Background: an optimization exercise with open tools, aiming at small area, a short achievable clock period and few clock cycles per item. Do not read the settings as production practice. RTL that was checked went through simulation tests only; none was proved equivalent to the original. Power is estimated from default activity; no workload was simulated.

==> run a: inputs <==
==> flow/design.v <==
package datapathPkg;
    typedef logic [32-1:0] word_t;
    typedef logic [$clog2(16)-1:0] regIdx_t;
    typedef enum logic [4:0] {
        opAdd, opSub, opAnd, opOr, opShl, opShr, opMul,
        opAddi, opAndi, opOri,
        opIn, opOut, opMfhi, opMflo
    } opcode_e;
endpackage
module busMux
(
    input  datapathPkg::word_t [16-1:0] regValues,
    input  logic [16-1:0]               regValid,
    input  datapathPkg::regIdx_t sel,
    input  logic                 off,
    output datapathPkg::word_t   data
);
    always_comb
    begin
        data = '0;
        for (int i = 0; i < 16; i++)
        begin
            if (sel == 4'(i) && regValid[i] && !off)
                data = data | regValues[i];
        end
    end
endmodule
module instrDecode
(
    input  logic                 clock,
    input  logic                 rstN,
    input  logic                 instrValid,
    input  logic [31:0]          instr,
    output logic                 busy,
    output logic                 done,
    input  logic                 mulFreeNext,
    output datapathPkg::regIdx_t ra,
    output logic                 isImmIn,
    output logic                 isInIn,
    output logic                 isSub,
    output logic                 isShl,
    output logic [6:0]           resSel,
    output logic                 writesReg,
    output logic                 isOut,
    output logic                 isMul,
    output datapathPkg::regIdx_t selA,
    output datapathPkg::regIdx_t selB
);
    logic [4:0] opIn;
    logic       usesMulIn;
    assign opIn = instr[31:27];
    assign isInIn  = (opIn == datapathPkg::opIn);
    assign isImmIn = (opIn == datapathPkg::opAddi) || (opIn == datapathPkg::opAndi) ||
                     (opIn == datapathPkg::opOri);
    assign usesMulIn = (opIn == datapathPkg::opMul) || (opIn == datapathPkg::opMfhi) ||
                       (opIn == datapathPkg::opMflo);
    always_ff @(posedge clock)
    begin
        if (!rstN)
        begin
            busy <= 1'b0;
            done <= 1'b0;
        end
        else if (!busy)
        begin
            busy <= instrValid;
            done <= instrValid && (!usesMulIn || mulFreeNext);
        end
        else if (done)
        begin
            busy <= 1'b0;
            done <= 1'b0;
        end
        else
            done <= mulFreeNext;
    end
    always_ff @(posedge clock)
    begin
        if (!busy)
        begin
            ra        <= instr[26:23];
            isSub     <= (opIn == datapathPkg::opSub);
            isShl     <= (opIn == datapathPkg::opShl);
            resSel[0] <= (opIn == datapathPkg::opAdd) || (opIn == datapathPkg::opSub) ||
                         (opIn == datapathPkg::opAddi);
            resSel[1] <= (opIn == datapathPkg::opAnd) || (opIn == datapathPkg::opAndi);
            resSel[2] <= (opIn == datapathPkg::opOr)  || (opIn == datapathPkg::opOri);
            resSel[3] <= (opIn == datapathPkg::opShl) || (opIn == datapathPkg::opShr);
            resSel[4] <= (opIn == datapathPkg::opMfhi);
            resSel[5] <= (opIn == datapathPkg::opMflo);
            resSel[6] <= (opIn == datapathPkg::opIn);
            writesReg <= (opIn <= datapathPkg::opShr) ||
                         ((opIn >= datapathPkg::opAddi) && (opIn <= datapathPkg::opIn)) ||
                         (opIn == datapathPkg::opMfhi) || (opIn == datapathPkg::opMflo);
            isOut     <= (opIn == datapathPkg::opOut);
            isMul     <= (opIn == datapathPkg::opMul);
        end
    end
    assign selA = instr[22:19];
    assign selB = instr[30] ? instr[26:23] : instr[18:15];
endmodule
module aluExecute
(
    input  logic                 clock,
    input  logic                 rstN,
    input  datapathPkg::word_t   a,
    input  datapathPkg::word_t   b,
    input  logic                 isSub,
    input  logic                 isShl,
    input  logic [6:0]           resSel,
    input  logic                 mulStart,
    output logic                 mulFreeNext,
    output datapathPkg::word_t   result
);
    datapathPkg::word_t  opB;
    datapathPkg::word_t  sum;
    datapathPkg::word_t  shIn;
    datapathPkg::word_t  shOut;
    datapathPkg::word_t  shRes;
    datapathPkg::word_t  hi;
    datapathPkg::word_t  lo;
    datapathPkg::word_t  loQ;
    assign opB = b;
    assign sum = a + (opB ^ {32{isSub}}) + {{(32-1){1'b0}}, isSub};
    always_comb
    begin
        for (int i = 0; i < 32; i++)
            shIn[i] = isShl ? a[32-1-i] : a[i];
    end
    assign shOut = shIn >> opB[4:0];
    always_comb
    begin
        for (int i = 0; i < 32; i++)
            shRes[i] = isShl ? shOut[32-1-i] : shOut[i];
    end
    assign result = ({32{resSel[0]}} & sum) |
                    ({32{resSel[1]}} & (a & opB)) |
                    ({32{resSel[2]}} & (a | opB)) |
                    ({32{resSel[3]}} & shRes) |
                    ({32{resSel[4]}} & hi) |
                    ({32{resSel[5]}} & lo) |
                    ({32{resSel[6]}} & a);
    logic                 mulRun;
    logic [1:0]           mulCount;
    logic                 hiloValid;
    datapathPkg::word_t   mulA;
    logic [33:0]          hiS;
    logic [33:0]          hiC;
    logic                 hiCarry;
    logic [11:0]          boothQ;
    logic [11:0]          boothNext;
    localparam logic [31:0] ROW_OFFSETS_NEG = 32'h5555_5556;   
    assign mulFreeNext = !mulRun || (mulCount == 2'd3);
    always_ff @(posedge clock)
    begin
        if (!rstN)
        begin
            mulRun    <= 1'b0;
            hiloValid <= 1'b0;
        end
        else if (mulStart)
        begin
            mulRun    <= 1'b1;
            hiloValid <= 1'b1;
        end
        else if (mulCount == 2'd3)
            mulRun <= 1'b0;
    end
    always_ff @(posedge clock)
    begin
        if (!mulRun)
            mulCount <= 2'd0;
        else
            mulCount <= mulCount + 2'd1;
    end
    function automatic logic [11:0] boothEncode(input logic [8:0] bits);
        logic [11:0] code;
        for (int k = 0; k < 4; k++)
        begin
            code[3*k]   = bits[2*k] ^ bits[2*k+1];
            code[3*k+1] = (bits[2*k+2] & !bits[2*k+1] & !bits[2*k]) |
                          (!bits[2*k+2] & bits[2*k+1] & bits[2*k]);
            code[3*k+2] = bits[2*k+2] & !(bits[2*k+1] & bits[2*k]);
        end
        boothEncode = code;
    endfunction
    assign boothNext = mulStart ? boothEncode({b[7:0], 1'b0}) : boothEncode({loQ[15:8], loQ[7]});
    always_ff @(posedge clock)
    begin
        if (mulStart || mulRun)
            boothQ <= boothNext;
        if (mulStart)
            mulA <= a;
    end
    logic [41:0] rows [4];
    logic [41:0] sA, cA, sB, cB, sD, cD, sF, cF;
    logic [8:0]  lowSum;
    always_comb
    begin
        for (int k = 0; k < 4; k++)
        begin
            logic [33:0] mag;
            logic [33:0] p;
            mag = boothQ[3*k] ? {{2{mulA[31]}}, mulA} :
                  (boothQ[3*k+1] ? {mulA[31], mulA, 1'b0} : 34'd0);
            p   = boothQ[3*k+2] ? ~mag : mag;
            rows[k] = 42'({!p[33], p[32:0]}) << (2*k);
        end
        rows[1][0] = hiCarry;
        rows[2][0] = boothQ[2];
        rows[2][2] = boothQ[5];
        rows[3][4] = boothQ[8];
    end
    assign sA = rows[0] ^ rows[1] ^ rows[2];
    assign cA = ((rows[0] & rows[1]) | (rows[0] & rows[2]) | (rows[1] & rows[2])) << 1;
    assign sB = rows[3] ^ 42'(hiS) ^ 42'(hiC);
    assign cB = ((rows[3] & 42'(hiS)) | (rows[3] & 42'(hiC)) | (42'(hiS) & 42'(hiC))) << 1;
    assign sD = sA ^ cA ^ sB;
    assign cD = ((sA & cA) | (sA & sB) | (cA & sB)) << 1;
    assign sF = sD ^ cD ^ cB;
    assign cF = ((sD & cD) | (sD & cB) | (cD & cB)) << 1;
    assign lowSum = {1'b0, sF[7:0]} + {1'b0, cF[7:0]} + {2'b0, boothQ[11], 6'd0};
    always_ff @(posedge clock)
    begin
        if (mulStart)
        begin
            hiS     <= '0;
            hiC     <= '0;
            hiCarry <= 1'b0;
        end
        else if (mulRun)
        begin
            hiS     <= sF[41:8];
            hiC     <= cF[41:8];
            hiCarry <= lowSum[8];
        end
    end
    always_ff @(posedge clock)
    begin
        if (mulStart)
            loQ <= b;
        else if (mulRun)
            loQ <= {lowSum[7:0], loQ[31:8]};
    end
    logic [31:0] hS;
    logic [31:0] hC;
    assign hS = hiS[31:0] ^ hiC[31:0] ^ ROW_OFFSETS_NEG;
    assign hC = ((hiS[31:0] & hiC[31:0]) | (hiS[31:0] & ROW_OFFSETS_NEG) |
                 (hiC[31:0] & ROW_OFFSETS_NEG)) << 1;
    assign hi = (hS + hC + {31'd0, hiCarry}) & {32{hiloValid}};
    assign lo = loQ & {32{hiloValid}};
endmodule
module resultRegs
(
    input  logic                 clock,
    input  logic                 rstN,
    input  logic                 regWrite,
    input  datapathPkg::regIdx_t destReg,
    input  datapathPkg::word_t   result,
    input  logic                 outWrite,
    input  datapathPkg::word_t   outData,
    output datapathPkg::word_t [16-1:0] regValues,
    output logic [16-1:0]               regValid,
    output datapathPkg::word_t   outPort
);
    always_ff @(posedge clock)
    begin
        for (int i = 0; i < 16; i++)
        begin
            if (regWrite && destReg == 4'(i))
                regValues[i] <= result;
        end
    end
    always_ff @(posedge clock)
    begin
        for (int i = 0; i < 16; i++)
        begin
            if (!rstN)
                regValid[i] <= 1'b0;
            else if (regWrite && destReg == 4'(i))
                regValid[i] <= 1'b1;
        end
    end
    always_ff @(posedge clock)
    begin
        if (!rstN)
            outPort <= '0;
        else if (outWrite)
            outPort <= outData;
    end
endmodule
module datapathTop
(
    input  logic                clock,
    input  logic                rstN,
    input  logic                instrValid,
    input  logic [31:0]         instr,
    input  datapathPkg::word_t  inPort,
    output logic                done,
    output datapathPkg::word_t  outPort
);
    datapathPkg::word_t [16-1:0] regValues;
    logic [16-1:0] regValid;
    datapathPkg::word_t   portA;
    datapathPkg::word_t   portB;
    datapathPkg::word_t   aQ;
    datapathPkg::word_t   bQ;
    datapathPkg::word_t   result;
    datapathPkg::regIdx_t ra;
    datapathPkg::regIdx_t selA;
    datapathPkg::regIdx_t selB;
    logic                 isImmIn;
    logic                 isInIn;
    logic                 isSub;
    logic                 isShl;
    logic [6:0]           resSel;
    logic                 writesReg;
    logic                 isOut;
    logic                 isMul;
    logic                 busy;
    logic                 mulFreeNext;
    instrDecode instrDecode_i
    (
        .clock       (clock),
        .rstN        (rstN),
        .instrValid  (instrValid),
        .instr       (instr),
        .busy        (busy),
        .done        (done),
        .mulFreeNext (mulFreeNext),
        .ra          (ra),
        .isImmIn     (isImmIn),
        .isInIn      (isInIn),
        .isSub       (isSub),
        .isShl       (isShl),
        .resSel      (resSel),
        .writesReg   (writesReg),
        .isOut       (isOut),
        .isMul       (isMul),
        .selA        (selA),
        .selB        (selB)
    );
    busMux portA_i (.regValues (regValues), .regValid (regValid), .sel (selA), .off (isInIn), .data (portA));
    busMux portB_i (.regValues (regValues), .regValid (regValid), .sel (selB), .off (isImmIn), .data (portB));
    always_ff @(posedge clock)
    begin
        if (!busy)
        begin
            aQ <= portA | (inPort & {32{isInIn}});
            bQ <= portB | ({{(32 - 19){instr[19-1]}},
                            instr[19-1:0]} & {32{isImmIn}});
        end
    end
    aluExecute aluExecute_i
    (
        .clock       (clock),
        .rstN        (rstN),
        .a           (aQ),
        .b           (bQ),
        .isSub       (isSub),
        .isShl       (isShl),
        .resSel      (resSel),
        .mulStart    (done && isMul),
        .mulFreeNext (mulFreeNext),
        .result      (result)
    );
    resultRegs resultRegs_i
    (
        .clock     (clock),
        .rstN      (rstN),
        .regWrite  (done && writesReg),
        .destReg   (ra),
        .result    (result),
        .outWrite  (done && isOut),
        .outData   (bQ),
        .regValues (regValues),
        .regValid  (regValid),
        .outPort   (outPort)
    );
endmodule
==> flow/flow/run.sh <==
#!/bin/bash
set -euo pipefail
MARGIN=$(cat flow/margin.txt)
bash standard.sh SETUP_SLACK_MARGIN=$MARGIN finish > standard.log 2>&1
==> flow/flow/margin.txt <==
9.3
==> flow/standard.sh <==
#!/bin/bash
# synth_recipe.tcl (not shown) runs the flow's synth.tcl, then flattens the netlist and writes it again
# the make line also repeats each setting of config.mk as NAME=value (left out here)
make -C /OpenROAD-flow-scripts/flow DESIGN_CONFIG=/design/flow/config.mk WORK_HOME=/design/flow/orfs CLKGATE_MAP_FILE= SYNTH_SCRIPT=/design/flow/synth_recipe.tcl "${@:-finish}"
==> flow/config.mk <==
export PLATFORM = sky130hd
export DESIGN_NAME = datapathTop
export DESIGN_NICKNAME = datapathTop
export VERILOG_FILES = /design/flow/design.v
export SDC_FILE = /design/flow/constraint.sdc
export NUM_CORES = 4
export LEC_CHECK = 0
export CAP_MARGIN = 20
export CORE_MARGIN = 2
export CORE_UTILIZATION = 65
export CTS_CLUSTER_DIAMETER = 100
export CTS_CLUSTER_SIZE = 30
export PLACE_DENSITY = 0.75
export SLEW_MARGIN = 20
==> flow/constraint.sdc <==
create_clock -name core_clock -period 14.0 [get_ports {clock}]
set_input_delay 2.8000 -clock core_clock [delete_from_list [all_inputs] [get_ports {clock}]]
set_output_delay 2.8000 -clock core_clock [all_outputs]
set_load 0.01 [all_outputs]
==> inputs of run b, as changes to run a <==
--- a/flow/design.v
+++ b/flow/design.v
@@ -51,5 +51,4 @@
     assign opIn = instr[31:27];
-    assign isInIn  = (opIn == datapathPkg::opIn);
-    assign isImmIn = (opIn == datapathPkg::opAddi) || (opIn == datapathPkg::opAndi) ||
-                     (opIn == datapathPkg::opOri);
+    assign isInIn  = opIn[3] & opIn[1];
+    assign isImmIn = (opIn[3] & !opIn[1]) | (opIn[2] & opIn[1] & opIn[0]);
     assign usesMulIn = (opIn == datapathPkg::opMul) || (opIn == datapathPkg::opMfhi) ||
==> flow/flow/margin.txt (replaced) <==
10.0
--- a/flow/config.mk
+++ b/flow/config.mk
@@ -10,5 +10,6 @@
 export CORE_UTILIZATION = 65
-export CTS_CLUSTER_DIAMETER = 100
-export CTS_CLUSTER_SIZE = 30
+export CTS_CLUSTER_DIAMETER = 80
+export CTS_CLUSTER_SIZE = 20
 export PLACE_DENSITY = 0.75
 export SLEW_MARGIN = 20
+export TNS_END_PERCENT = 5
==> inputs of run c, as changes to run a <==
--- a/flow/design.v
+++ b/flow/design.v
@@ -50,6 +50,7 @@
     logic       usesMulIn;
+    datapathPkg::regIdx_t selAQ;
+    datapathPkg::regIdx_t selBQ;
     assign opIn = instr[31:27];
-    assign isInIn  = (opIn == datapathPkg::opIn);
-    assign isImmIn = (opIn == datapathPkg::opAddi) || (opIn == datapathPkg::opAndi) ||
-                     (opIn == datapathPkg::opOri);
+    assign isInIn  = !busy & opIn[3] & opIn[1];
+    assign isImmIn = !busy & ((opIn[3] & !opIn[1]) | (opIn[2] & opIn[1] & opIn[0]));
     assign usesMulIn = (opIn == datapathPkg::opMul) || (opIn == datapathPkg::opMfhi) ||
@@ -98,4 +99,12 @@
     end
-    assign selA = instr[22:19];
-    assign selB = instr[30] ? instr[26:23] : instr[18:15];
+    always_ff @(posedge clock)
+    begin
+        if (!busy)
+        begin
+            selAQ <= instr[22:19];
+            selBQ <= instr[30] ? instr[26:23] : instr[18:15];
+        end
+    end
+    assign selA = busy ? selAQ : instr[22:19];
+    assign selB = busy ? selBQ : (instr[30] ? instr[26:23] : instr[18:15]);
 endmodule
@@ -123,3 +132,10 @@
     assign opB = b;
-    assign sum = a + (opB ^ {32{isSub}}) + {{(32-1){1'b0}}, isSub};
+    ksAdd #(.W(32)) sumAdd_i
+    (
+        .a  (a),
+        .b  (opB ^ {32{isSub}}),
+        .ci (isSub),
+        .s  (sum),
+        .co ()
+    );
     always_comb
@@ -150,2 +166,4 @@
     logic [11:0]          boothQ;
+    logic [7:0]           bTop;
+    logic                 first;
     logic [11:0]          boothNext;
@@ -175,2 +193,4 @@
     end
+    always_ff @(posedge clock)
+        first <= mulStart;
     function automatic logic [11:0] boothEncode(input logic [8:0] bits);
@@ -208,3 +228,3 @@
         end
-        rows[1][0] = hiCarry;
+        rows[1][0] = hiCarry & !first;
         rows[2][0] = boothQ[2];
@@ -215,4 +235,13 @@
     assign cA = ((rows[0] & rows[1]) | (rows[0] & rows[2]) | (rows[1] & rows[2])) << 1;
-    assign sB = rows[3] ^ 42'(hiS) ^ 42'(hiC);
-    assign cB = ((rows[3] & 42'(hiS)) | (rows[3] & 42'(hiC)) | (42'(hiS) & 42'(hiC))) << 1;
+    logic [41:0] accS;
+    logic [41:0] accC;
+    assign accS = 42'(hiS & {34{!first}});
+    assign accC = 42'(hiC & {34{!first}});
+    logic [41:0] nRow;
+    logic [41:0] sE, cE;
+    assign nRow = {35'd0, boothQ[11], 6'd0};
+    assign sE = accS ^ accC ^ nRow;
+    assign cE = ((accS & accC) | (accS & nRow) | (accC & nRow)) << 1;
+    assign sB = rows[3] ^ sE ^ cE;
+    assign cB = ((rows[3] & sE) | (rows[3] & cE) | (sE & cE)) << 1;
     assign sD = sA ^ cA ^ sB;
@@ -221,12 +250,13 @@
     assign cF = ((sD & cD) | (sD & cB) | (cD & cB)) << 1;
-    assign lowSum = {1'b0, sF[7:0]} + {1'b0, cF[7:0]} + {2'b0, boothQ[11], 6'd0};
+    ksAdd #(.W(8)) lowAdd_i
+    (
+        .a  (sF[7:0]),
+        .b  (cF[7:0]),
+        .ci (1'b0),
+        .s  (lowSum[7:0]),
+        .co (lowSum[8])
+    );
     always_ff @(posedge clock)
     begin
-        if (mulStart)
-        begin
-            hiS     <= '0;
-            hiC     <= '0;
-            hiCarry <= 1'b0;
-        end
-        else if (mulRun)
+        if (mulRun)
         begin
@@ -240,5 +270,9 @@
         if (mulStart)
-            loQ <= b;
+            bTop <= b[31:24];
+        if (mulRun)
+            loQ[31:24] <= lowSum[7:0];
+        if (mulStart)
+            loQ[23:0] <= b[23:0];
         else if (mulRun)
-            loQ <= {lowSum[7:0], loQ[31:8]};
+            loQ[23:0] <= {first ? bTop : loQ[31:24], loQ[23:8]};
     end
@@ -249,5 +283,56 @@
                  (hiC[31:0] & ROW_OFFSETS_NEG)) << 1;
-    assign hi = (hS + hC + {31'd0, hiCarry}) & {32{hiloValid}};
+    datapathPkg::word_t hiSum;
+    ksAdd #(.W(32)) hiAdd_i
+    (
+        .a  (hS),
+        .b  (hC),
+        .ci (hiCarry),
+        .s  (hiSum),
+        .co ()
+    );
+    assign hi = hiSum & {32{hiloValid}};
     assign lo = loQ & {32{hiloValid}};
 endmodule
+module ksAdd
+#(
+    parameter int W = 32
+)
+(
+    input  logic [W-1:0] a,
+    input  logic [W-1:0] b,
+    input  logic         ci,
+    output logic [W-1:0] s,
+    output logic         co
+);
+    logic [W-1:0] g;
+    logic [W-1:0] p;
+    logic [W-1:0] gAll;
+    always_comb
+    begin
+        logic [W-1:0] gl;
+        logic [W-1:0] pl;
+        logic [W-1:0] gn;
+        logic [W-1:0] pn;
+        gl    = a & b;
+        pl    = a ^ b;
+        gl[0] = gl[0] | (pl[0] & ci);
+        for (int d = 1; d < W; d = d * 2)
+        begin
+            gn = gl;
+            pn = pl;
+            for (int i = d; i < W; i++)
+            begin
+                gn[i] = gl[i] | (pl[i] & gl[i-d]);
+                pn[i] = pl[i] & pl[i-d];
+            end
+            gl = gn;
+            pl = pn;
+        end
+        gAll = gl;
+    end
+    assign g  = a & b;
+    assign p  = a ^ b;
+    assign s  = p ^ {gAll[W-2:0], ci};
+    assign co = gAll[W-1];
+endmodule
 module resultRegs
@@ -346,8 +431,5 @@
     begin
-        if (!busy)
-        begin
-            aQ <= portA | (inPort & {32{isInIn}});
-            bQ <= portB | ({{(32 - 19){instr[19-1]}},
-                            instr[19-1:0]} & {32{isImmIn}});
-        end
+        aQ <= portA | (inPort & {32{isInIn}});
+        bQ <= portB | ({{(32 - 19){instr[19-1]}},
+                        instr[19-1:0]} & {32{isImmIn}});
     end
==> flow/flow/margin.txt (replaced) <==
10.1
--- a/flow/config.mk
+++ b/flow/config.mk
@@ -10,4 +10,4 @@
 export CORE_UTILIZATION = 65
-export CTS_CLUSTER_DIAMETER = 100
-export CTS_CLUSTER_SIZE = 30
+export CTS_CLUSTER_DIAMETER = 80
+export CTS_CLUSTER_SIZE = 20
 export PLACE_DENSITY = 0.75
==> inputs of run d, as changes to run a <==
--- a/flow/design.v
+++ b/flow/design.v
@@ -51,5 +51,4 @@
     assign opIn = instr[31:27];
-    assign isInIn  = (opIn == datapathPkg::opIn);
-    assign isImmIn = (opIn == datapathPkg::opAddi) || (opIn == datapathPkg::opAndi) ||
-                     (opIn == datapathPkg::opOri);
+    assign isInIn  = opIn[3] & opIn[1];
+    assign isImmIn = (opIn[3] & !opIn[1]) | (opIn[2] & opIn[1] & opIn[0]);
     assign usesMulIn = (opIn == datapathPkg::opMul) || (opIn == datapathPkg::opMfhi) ||
@@ -123,3 +122,10 @@
     assign opB = b;
-    assign sum = a + (opB ^ {32{isSub}}) + {{(32-1){1'b0}}, isSub};
+    ksAdd #(.W(32)) sumAdd_i
+    (
+        .a  (a),
+        .b  (opB ^ {32{isSub}}),
+        .ci (isSub),
+        .s  (sum),
+        .co ()
+    );
     always_comb
@@ -150,2 +156,4 @@
     logic [11:0]          boothQ;
+    logic [7:0]           bTop;
+    logic                 first;
     logic [11:0]          boothNext;
@@ -175,2 +183,4 @@
     end
+    always_ff @(posedge clock)
+        first <= mulStart;
     function automatic logic [11:0] boothEncode(input logic [8:0] bits);
@@ -208,3 +218,3 @@
         end
-        rows[1][0] = hiCarry;
+        rows[1][0] = hiCarry & !first;
         rows[2][0] = boothQ[2];
@@ -215,4 +225,13 @@
     assign cA = ((rows[0] & rows[1]) | (rows[0] & rows[2]) | (rows[1] & rows[2])) << 1;
-    assign sB = rows[3] ^ 42'(hiS) ^ 42'(hiC);
-    assign cB = ((rows[3] & 42'(hiS)) | (rows[3] & 42'(hiC)) | (42'(hiS) & 42'(hiC))) << 1;
+    logic [41:0] accS;
+    logic [41:0] accC;
+    assign accS = 42'(hiS & {34{!first}});
+    assign accC = 42'(hiC & {34{!first}});
+    logic [41:0] nRow;
+    logic [41:0] sE, cE;
+    assign nRow = {35'd0, boothQ[11], 6'd0};
+    assign sE = accS ^ accC ^ nRow;
+    assign cE = ((accS & accC) | (accS & nRow) | (accC & nRow)) << 1;
+    assign sB = rows[3] ^ sE ^ cE;
+    assign cB = ((rows[3] & sE) | (rows[3] & cE) | (sE & cE)) << 1;
     assign sD = sA ^ cA ^ sB;
@@ -221,12 +240,13 @@
     assign cF = ((sD & cD) | (sD & cB) | (cD & cB)) << 1;
-    assign lowSum = {1'b0, sF[7:0]} + {1'b0, cF[7:0]} + {2'b0, boothQ[11], 6'd0};
+    ksAdd #(.W(8)) lowAdd_i
+    (
+        .a  (sF[7:0]),
+        .b  (cF[7:0]),
+        .ci (1'b0),
+        .s  (lowSum[7:0]),
+        .co (lowSum[8])
+    );
     always_ff @(posedge clock)
     begin
-        if (mulStart)
-        begin
-            hiS     <= '0;
-            hiC     <= '0;
-            hiCarry <= 1'b0;
-        end
-        else if (mulRun)
+        if (mulRun)
         begin
@@ -240,5 +260,9 @@
         if (mulStart)
-            loQ <= b;
+            bTop <= b[31:24];
+        if (mulRun)
+            loQ[31:24] <= lowSum[7:0];
+        if (mulStart)
+            loQ[23:0] <= b[23:0];
         else if (mulRun)
-            loQ <= {lowSum[7:0], loQ[31:8]};
+            loQ[23:0] <= {first ? bTop : loQ[31:24], loQ[23:8]};
     end
@@ -249,5 +273,56 @@
                  (hiC[31:0] & ROW_OFFSETS_NEG)) << 1;
-    assign hi = (hS + hC + {31'd0, hiCarry}) & {32{hiloValid}};
+    datapathPkg::word_t hiSum;
+    ksAdd #(.W(32)) hiAdd_i
+    (
+        .a  (hS),
+        .b  (hC),
+        .ci (hiCarry),
+        .s  (hiSum),
+        .co ()
+    );
+    assign hi = hiSum & {32{hiloValid}};
     assign lo = loQ & {32{hiloValid}};
 endmodule
+module ksAdd
+#(
+    parameter int W = 32
+)
+(
+    input  logic [W-1:0] a,
+    input  logic [W-1:0] b,
+    input  logic         ci,
+    output logic [W-1:0] s,
+    output logic         co
+);
+    logic [W-1:0] g;
+    logic [W-1:0] p;
+    logic [W-1:0] gAll;
+    always_comb
+    begin
+        logic [W-1:0] gl;
+        logic [W-1:0] pl;
+        logic [W-1:0] gn;
+        logic [W-1:0] pn;
+        gl    = a & b;
+        pl    = a ^ b;
+        gl[0] = gl[0] | (pl[0] & ci);
+        for (int d = 1; d < W; d = d * 2)
+        begin
+            gn = gl;
+            pn = pl;
+            for (int i = d; i < W; i++)
+            begin
+                gn[i] = gl[i] | (pl[i] & gl[i-d]);
+                pn[i] = pl[i] & pl[i-d];
+            end
+            gl = gn;
+            pl = pn;
+        end
+        gAll = gl;
+    end
+    assign g  = a & b;
+    assign p  = a ^ b;
+    assign s  = p ^ {gAll[W-2:0], ci};
+    assign co = gAll[W-1];
+endmodule
 module resultRegs
==> flow/flow/margin.txt (replaced) <==
9.6
--- a/flow/config.mk
+++ b/flow/config.mk
@@ -10,4 +10,4 @@
 export CORE_UTILIZATION = 65
-export CTS_CLUSTER_DIAMETER = 100
-export CTS_CLUSTER_SIZE = 30
+export CTS_CLUSTER_DIAMETER = 80
+export CTS_CLUSTER_SIZE = 20
 export PLACE_DENSITY = 0.75
==> impl_metrics.sql <==
INSERT INTO impl_metrics (metric_group, metric, value, unit) VALUES
('cells_and_area', 'multi_input_area_share', '42.2', '%'),
('timing', 'min_period_over_period', '31.7', '%'),
('timing', 'rsz0062_at_grt', 'no', ''),
('cells_and_area', 'layout-drive-gt1-share', '10.8', '%'),
('worst_setup_path', 'critical_path.startpoint_type', 'input port', ''),
('cells_and_area', 'layout.cell_area.non_filler', '0.0505', 'mm2'),
('cells_and_area', 'clkCellAreaFrac', '2.99', '%'),
('run_status', 'outcome', 'no timing/DRC/antenna violations', ''),
('power', 'leakagePower', '18.6', 'nW'),
('power', 'top_power_group', 'sequential cells', ''),
('route', 'met3RoutedLength', '28.0', 'mm'),
('route', 'drc_marker_count_from_the_first_detailed_route_iteration', '8162', '');
(the above is from run d)
==> impl_metrics.sql <==
INSERT INTO impl_metrics (metric_group, metric, value, unit) VALUES
('run_status', 'outcome', 'no timing/DRC/antenna violations', ''),
('timing', 'min_period_over_period', '34.3', '%'),
('cells_and_area', 'clkCellAreaFrac', '2.62', '%'),
('global_route', 'grt_pass1_vias', '36164', ''),
('worst_setup_path', 'critical_path.startpoint_type', 'input port', ''),
('worst_setup_path', 'cp_data_arrival_time', '5.22', 'ns'),
('route', 'post_route_drc_violation_count', '0', ''),
('cells_and_area', 'multi_input_area_share', '42.0', '%'),
('cells_and_area', 'fin_util', '71.8', '%'),
('power', 'top_power_group', 'combinational logic', ''),
('timing', 'max_slew.worst_pin.slew', '1.11', 'ns'),
('yosys', 'synth-compound-area-share', '18.2', '%'),
('route', 'route.top_layer_used', 'met5', ''),
('cells_and_area', 'layout-drive-gt1-share', '9.75', '%'),
('timing', 'whs', '0.432', 'ns'),
('route', 'routed_wirelength', '169', 'mm'),
('route', 'drc_marker_count_from_the_first_detailed_route_iteration', '8868', ''),
('timing', 'rsz0062_at_grt', 'yes', ''),
('yosys', 'post_synth_inst_count', '3883', ''),
('worst_setup_path', 'count_of_cells_along_the_worst_register_to_register_path', '17', '');
(the above is from run a)
==> impl_metrics.sql <==
INSERT INTO impl_metrics (metric_group, metric, value, unit) VALUES
('run_status', 'outcome', 'no timing/DRC/antenna violations', ''),
('route', 'detailroute.wirelength.met2', '79.8', 'mm'),
('yosys', 'synth-compound-area-share', '18.3', '%'),
('placed_design', 'post-place-cells', '4684', ''),
('floorplanning', 'die_height', '268', 'um'),
('power', 'power.combinational.fraction', '32.7', '%'),
('cells_and_area', 'seq_cells', '804', ''),
('power', 'top_power_group', 'sequential cells', ''),
('timing', 'rsz0062_at_grt', 'yes', ''),
('power', 'leakagePower', '19.9', 'nW'),
('cells_and_area', 'multi_input_area_share', '40.8', '%'),
('route', 'drc_marker_count_from_the_first_detailed_route_iteration', '10589', ''),
('cells_and_area', 'clkCellAreaFrac', '3.04', '%'),
('timing', 'min_period_over_period', '31.3', '%'),
('yosys', 'synth_warnings', '8', ''),
('clocking', 'post-cts-setup-buffers', '57', ''),
('cells_and_area', 'layout-drive-gt1-share', '18.7', '%'),
('global_route', 'global_route.usage.total', '53.0', '%'),
('cells_and_area', 'layout.cell_area.non_filler', '0.0533', 'mm2'),
('route', 'met3RoutedLength', '37.1', 'mm'),
('worst_setup_path', 'critical_path.startpoint_type', 'input port', ''),
('cells_and_area', 'final_cell_count_no_fill', '4960', '');
(the above is from run c)
==> impl_metrics.sql <==
INSERT INTO impl_metrics (metric_group, metric, value, unit) VALUES
('run_status', 'outcome', 'finished with violations', ''),
('run_status', 'failed_layout_checks', 'capacitance limit, slew limit', ''),
('power', 'leakagePower', '19.3', 'nW'),
('cells_and_area', 'multi_input_area_share', '41.8', '%'),
('worst_setup_path', 'critical_path.startpoint_type', 'register', ''),
('cells_and_area', 'clkCellAreaFrac', '3.21', '%'),
('timing', 'min_period_over_period', '37.4', '%'),
('route', 'met3RoutedLength', '31.3', 'mm'),
('worst_setup_path', 'critical_path.slowest_cell', 'sky130_fd_sc_hd__xnor2_1', ''),
('timing', 'slew_viol_final', '2', ''),
('run', 'cap_violations', '1', ''),
('cells_and_area', 'layout.cell_area.non_filler', '0.0515', 'mm2'),
('timing', 'timing.max_slew.rel_slack', '-12.0', '%'),
('route', 'drc_marker_count_from_the_first_detailed_route_iteration', '9404', ''),
('power', 'top_power_group', 'combinational logic', ''),
('power', 'p_sw_share', '41.2', '%'),
('cells_and_area', 'layout-drive-gt1-share', '12.4', '%'),
('timing', 'rsz0062_at_grt', 'yes', '');
(the above is from run b)
Testbench counts of run b, summed over its fixed seeds: cycles 49,441, instrs 24,000.
Testbench counts of run c, summed over its fixed seeds: cycles 49,441, instrs 24,000.
Testbench counts of run d, summed over its fixed seeds: cycles 49,441, instrs 24,000.
Only the layout flow was run in run a; the RTL was not checked for function there.

-- afterwards: timing with drivers on the ports --
No port has a modelled driver above. Below, the same layouts with a new extraction and two added sets of constraints.
Step 1, drivers: a clkbuf_16 drives clock and a buf_2 each remaining input, both assumed.
Step 2 also shifts input and output timing later by t, the mid clock arrival at the registers, as if the neighbouring blocks saw the same clock.
Slacks: ideal ports / drivers / drivers and shift; pairs: ideal ports / drivers.
run	shift t [ns]	setup slack, ns	worst setup path after step 2	cell pins on the clock port's net
run a	0.699	9.202 / 9.213 / 8.514	input to register	1
run b	0.753	8.770 / 8.770 / 8.770	register to register	1
run c	0.762	9.611 / 9.527 / 8.765	input to register	1
run d	0.724	9.563 / 9.554 / 8.871	input to register	1
The setup slack of run c, which loses most, moves by -0.084 ns with the drivers and by -0.846 ns with both steps.
